This is an optimization exercise on Yosys and OpenROAD, whose aim is small area, a short achievable clock period and few clock cycles per item, not a production implementation.
Only simulation tests tie the RTL to the original design; equivalence was not proved.

==> flow/design.v (excerpt) <==
module rgb_luma_range_compress_top (
  input  wire logic        clk,
  input  wire logic        rst_n,
  input  wire logic        in_tvalid,
  output logic             in_tready,
  input  wire logic [23:0] in_tdata,
  output logic             out_tvalid,
  input  wire logic        out_tready,
  output logic [23:0]      out_tdata
);
Size in the first run: ~990 cells after synthesis, roughly 110 flip-flops, roughly 54 I/O pins.
Settings: LEC_CHECK=0, CAP_MARGIN=20, CORE_MARGIN=2, CORE_UTILIZATION=40, SETUP_SLACK_MARGIN=2.6, SLEW_MARGIN=20, TNS_END_PERCENT=10; clock period 7.0 ns.
standard.sh (not shown) runs the stock make flow with config.mk's settings and CLKGATE_MAP_FILE= SYNTH_SCRIPT=/design/flow/synth_recipe.tcl, a recipe that flattens the netlist after the stock synthesis.
==> flow/flow/run.sh <==
#!/bin/bash
# Own layout flow: the standard ORFS flow (standard.sh) with three synthesis changes.
#  1. Yosys's "synth -run fine:" runs with -noabc, so the full adders that the RTL writes
#     through its function fa() reach extract_fa as written.
#  2. extract_fa only looks at the cells made from fa() (selected by their source line),
#     so the carry-propagate adders and the rest stay plain logic for ABC.
#  3. If flow/abc.script exists, ABC maps the logic with it instead of ORFS's script.
#  4. Half-adder cells are don't-use (dontuse.txt: the platform's list plus
#     sky130_fd_sc_hd__ha_*), so only full adders are extracted.
# Registers, their names and their cell types are those of the standard synthesis.
# make's output goes to make.log here; ORFS writes each step's log under orfs/logs.
set -euo pipefail
W=$PWD
LINE=$(grep -n 'function automatic logic \[1:0\] fa(' design.v | head -1 | cut -d: -f1)
{
  echo 'proc synth {args} {'
  echo '  if {[lsearch -exact $args "fine:"] >= 0} {'
  echo '    yosys synth -nofsm -noshare -noabc {*}$args'
  echo '  } else {'
  echo '    yosys synth -nofsm -noshare {*}$args'
  echo '  }'
  echo '}'
  if [[ -n "$LINE" ]]; then
    echo "proc extract_fa {args} { yosys extract_fa {*}\$args a:src=*design.v:$LINE.* }"
  fi
  if [[ -f flow/abc.script ]]; then
    # ABC runs flow/abc.script in place of the ORFS script (same arguments otherwise)
    echo "proc abc {args} { set i [lsearch -exact \$args -script]; if {\$i >= 0} { lset args [expr {\$i+1}] $W/flow/abc.script }; yosys abc {*}\$args }"
  fi
  tail -n +2 synth_recipe.tcl
} > my_synth.tcl
sed -e "s#SYNTH_SCRIPT=[^ ]*#SYNTH_SCRIPT=$W/my_synth.tcl#" standard.sh > my_standard.sh
DU="$(cat flow/dontuse.txt)"
EXTRA=()
if [[ -f flow/extra.mk ]]; then
  while read -r line; do [[ -n "$line" ]] && EXTRA+=("$line"); done < flow/extra.mk
fi
bash my_standard.sh "DONT_USE_CELLS=$DU" "${EXTRA[@]}" finish > make.log 2>&1
==> flow/flow/extra.mk <==
BUFFER_PORTS_ARGS=-buffer_cell sky130_fd_sc_hd__buf_1
Other scripts of this flow, unchanged in this note and not shown: flow/flow/abc.script, flow/flow/dontuse.txt
Testbench counts at the start, summed over its fixed seeds: cycles 16,032, items 16,000.
Then changed:
- SETUP_SLACK_MARGIN: 2.6 -> default
- TNS_END_PERCENT: 10 -> default
removed: flow/flow/extra.mk
Effect: Synthesized area does not change. Clock-buffer cell count goes up by 1. Routed wire length falls by 6.4%. Design area decreases by 4.7%. Clock skew went down by 5.4 ps. First-iteration DRC count came out lower by 1.5%. Worst setup slack is worse by 370 ps. Sequential share of layout area is higher by 1.2 points.
Then changed:
==> flow/flow/extra.mk (new file) <==
BUFFER_PORTS_ARGS=-buffer_cell sky130_fd_sc_hd__buf_1
RECOVER_POWER=100
- SETUP_SLACK_MARGIN: default -> 2.4
=>
- With this change the flow finished but failed the layout checks on max-capacitance violations, max-slew violations
- core utilization went up by 0.59 points
- design area goes up by about 1.3%
- fmax decreases by 4.4%
- synthesized area does not change
- flip-flop and latch count is unchanged
- global-route usage climbs by 0.16 points
- synthesized cell count is unchanged

========
rgb_luma_range_compress_top again, from the RTL that the note above started with.
Settings: LEC_CHECK=0, CAP_MARGIN=20, CORE_MARGIN=2, CORE_UTILIZATION=40, SETUP_SLACK_MARGIN=2.5, SLEW_MARGIN=20; clock period 7.0 ns.
==> flow/flow/abc.script <==
&get -n
&st
&dch
&nf
&put
buffer -c
topo
stime -c
upsize -c
dnsize -c
==> flow/flow/dontuse.txt <==
sky130_fd_sc_hd__probe_p_8 sky130_fd_sc_hd__probec_p_8 sky130_fd_sc_hd__lpflow_bleeder_1 sky130_fd_sc_hd__lpflow_clkbufkapwr_1 sky130_fd_sc_hd__lpflow_clkbufkapwr_16 sky130_fd_sc_hd__lpflow_clkbufkapwr_2 sky130_fd_sc_hd__lpflow_clkbufkapwr_4 sky130_fd_sc_hd__lpflow_clkbufkapwr_8 sky130_fd_sc_hd__lpflow_clkinvkapwr_1 sky130_fd_sc_hd__lpflow_clkinvkapwr_16 sky130_fd_sc_hd__lpflow_clkinvkapwr_2 sky130_fd_sc_hd__lpflow_clkinvkapwr_4 sky130_fd_sc_hd__lpflow_clkinvkapwr_8 sky130_fd_sc_hd__lpflow_decapkapwr_12 sky130_fd_sc_hd__lpflow_decapkapwr_3 sky130_fd_sc_hd__lpflow_decapkapwr_4 sky130_fd_sc_hd__lpflow_decapkapwr_6 sky130_fd_sc_hd__lpflow_decapkapwr_8 sky130_fd_sc_hd__lpflow_inputiso0n_1 sky130_fd_sc_hd__lpflow_inputiso0p_1 sky130_fd_sc_hd__lpflow_inputiso1n_1 sky130_fd_sc_hd__lpflow_inputiso1p_1 sky130_fd_sc_hd__lpflow_inputisolatch_1 sky130_fd_sc_hd__lpflow_isobufsrc_1 sky130_fd_sc_hd__lpflow_isobufsrc_16 sky130_fd_sc_hd__lpflow_isobufsrc_2 sky130_fd_sc_hd__lpflow_isobufsrc_4 sky130_fd_sc_hd__lpflow_isobufsrc_8 sky130_fd_sc_hd__lpflow_isobufsrckapwr_16 sky130_fd_sc_hd__lpflow_lsbuf_lh_hl_isowell_tap_1 sky130_fd_sc_hd__lpflow_lsbuf_lh_hl_isowell_tap_2 sky130_fd_sc_hd__lpflow_lsbuf_lh_hl_isowell_tap_4 sky130_fd_sc_hd__lpflow_lsbuf_lh_isowell_4 sky130_fd_sc_hd__lpflow_lsbuf_lh_isowell_tap_1 sky130_fd_sc_hd__lpflow_lsbuf_lh_isowell_tap_2 sky130_fd_sc_hd__lpflow_lsbuf_lh_isowell_tap_4  sky130_fd_sc_hd__ha_1 sky130_fd_sc_hd__ha_2 sky130_fd_sc_hd__ha_4
==> flow/flow/extra.mk <==
BUFFER_PORTS_ARGS=-buffer_cell sky130_fd_sc_hd__buf_1
Scripts as last shown in full above: flow/flow/run.sh
Testbench counts at the start, summed over its fixed seeds: cycles 16,032, items 16,000.
Edit:
--- a/flow/config.mk
+++ b/flow/config.mk
@@ -10,3 +10,3 @@
 export CORE_UTILIZATION = 40
-export SETUP_SLACK_MARGIN = 2.5
+export SETUP_SLACK_MARGIN = 3.0
 export SLEW_MARGIN = 20
removed: flow/flow/extra.mk
Result: Hold slack stays flat. Via count went up by about 4.7%. Register-to-register slack gets better by 50 ps. Setup slack improves by 46 ps. Non-clock buffer count rises by 49. Wire length climbs by about 7%. Cell area came out higher by about 9%. Count of clock-buffer cells in the layout grows by 1. Area after synthesis does not change.
Edit:
==> flow/flow/extra.mk (new file) <==
BUFFER_PORTS_ARGS=-buffer_cell sky130_fd_sc_hd__buf_1
--- a/flow/config.mk
+++ b/flow/config.mk
@@ -10,3 +10,4 @@
 export CORE_UTILIZATION = 40
-export SETUP_SLACK_MARGIN = 3.0
+export GPL_ROUTABILITY_DRIVEN = 0
+export SETUP_SLACK_MARGIN = 2.4
 export SLEW_MARGIN = 20
Global-route usage goes down by 1.4 points.
Area after synthesis does not change.
Clock skew shrinks by 5.1 ps.
First-iteration DRC count goes down by 10%.
Count of clock-buffer cells in the layout is lower by 1.
Register-to-register slack is worse by 40 ps.
Edit:
--- a/flow/config.mk
+++ b/flow/config.mk
@@ -10,3 +10,3 @@
 export CORE_UTILIZATION = 40
-export GPL_ROUTABILITY_DRIVEN = 0
+export PLACE_DENSITY = 0.75
 export SETUP_SLACK_MARGIN = 2.4
Outcome:
- worst setup slack degrades by 65 ps
- design area rose by 0.37%
- die area is unchanged
- synthesized cell count is unchanged
- global-route usage goes down by 0.84 points
- wire length went up by about 0.5%
- critical path depth stays the same
- non-clock buffer count rises by 2
- via count is higher by about 3%

========
## build 45
Starting RTL as in the previous note.
Settings: LEC_CHECK=0, CAP_MARGIN=5, CORE_MARGIN=2, CORE_UTILIZATION=40, SETUP_SLACK_MARGIN=2.4, SLEW_MARGIN=5; clock period 7.0 ns.
==> flow/flow/extra.mk <==
BUFFER_PORTS_ARGS=-buffer_cell sky130_fd_sc_hd__buf_1
Scripts as last shown in full above: flow/flow/run.sh, flow/flow/abc.script, flow/flow/dontuse.txt
Testbench counts of build 45, summed over its fixed seeds: cycles 16,032, items 16,000.
#### Input delta (build 67 over build 45)
- a change of SETUP_SLACK_MARGIN from 2.4 to 2.6
- an added TNS_END_PERCENT of 40
- a change of CAP_MARGIN from 5 to 20
- a change of SLEW_MARGIN from 5 to 20
Results
Build 67: full flow OK, the timing, design-rule and antenna checks passed
Build 45 → build 67: utilization increased 0.48 points; maximum achievable frequency decreased 1.4 MHz.
Modified inputs, build 55 compared to build 67
- TNS_END_PERCENT: 40 -> unset
- SETUP_SLACK_MARGIN: 2.6 -> 2.4
Notes after the runs:
- Number of antenna diodes: build 67 vs build 55 identical
- Build 55 vs build 67, post-layout net count went down by 8.
- Post-route cell area for build 55: 1.1% down relative to build 67
- Min global-route wire length before repair across build 55 and build 67: build 55
- Going from build 67 to build 55, via count of the first global-routing pass shrank slightly.
- Between build 55 and build 67, it is build 55 whose worst hold slack is lower, by 0.0041 ns.
- Total count of max-transition violations in the final report: build 67 vs build 55 identical
- Synthesized area: build 67 vs build 55 identical
Input changes introduced in build 12 (baseline for comparison: build 55):
- SETUP_SLACK_MARGIN: 2.4 -> 2.6
==> comparison <==
Cmp build 12 vs build 55: final design area excluding fillers higher in build 12. Side by side, highest cell delay on the worst timing path turned out lower in build 12 than in build 55. Total wirelength of the detailed-routed design: build 12 vs build 55 up 3.4%. Between build 55 and build 12, the cell count went up. The wire length of the first global-routing pass of build 12 was inferior to that of build 55.

port drivers added, routing unchanged:
No port has a modelled driver above. Below, the same layouts with a new extraction and two added sets of constraints.
Step 1 assumes that a clkbuf_16 drives the clock port and a buf_2 every other input.
Step 2 moves the port delays by t, midway between the first and last clock arrival at a register: inputs arrive t later, outputs are due t later. That takes back most of the time a late clock gives input paths.
a / b / c = ideal ports / drivers / drivers and shift; a / b = the first two.
| run | shift t [ns] | slack for setup (ns) | clock arrival spread, ns | worst register clock-pin slew, ns |
|---|---|---|---|---|
| the first run of note 1 | 0.394 | 2.597 / 2.597 / 2.597 | 0.011 / 0.011 | 0.08 / 0.08 |
| the second run of note 1 | 0.396 | 2.229 / 2.229 / 2.229 | 0.006 / 0.006 | 0.08 / 0.08 |
| the third run of note 1 | 0.392 | 2.011 / 2.011 / 1.652 | 0.011 / 0.011 | 0.08 / 0.08 |
| the first run of note 2 | 0.394 | 2.579 / 2.579 / 2.579 | 0.010 / 0.011 | 0.08 / 0.08 |
| the second run of note 2 | 0.395 | 2.625 / 2.625 / 2.625 | 0.016 / 0.016 | 0.08 / 0.08 |
| the third run of note 2 | 0.392 | 2.588 / 2.588 / 2.588 | 0.011 / 0.011 | 0.08 / 0.08 |
| the fourth run of note 2 | 0.396 | 2.522 / 2.522 / 2.522 | 0.018 / 0.018 | 0.09 / 0.09 |
| build 45 | 0.392 | 2.588 / 2.588 / 2.588 | 0.011 / 0.011 | 0.08 / 0.08 |
| build 67 | 0.393 | 2.560 / 2.560 / 2.560 | 0.011 / 0.010 | 0.08 / 0.08 |
| build 55 | 0.392 | 2.588 / 2.588 / 2.588 | 0.011 / 0.011 | 0.08 / 0.08 |
| build 12 | 0.391 | 2.663 / 2.663 / 2.663 | 0.016 / 0.016 | 0.08 / 0.08 |
For the third run of note 1, which loses most, drivers alone change the setup slack by 0.000 ns; drivers and shift together by -0.359 ns.
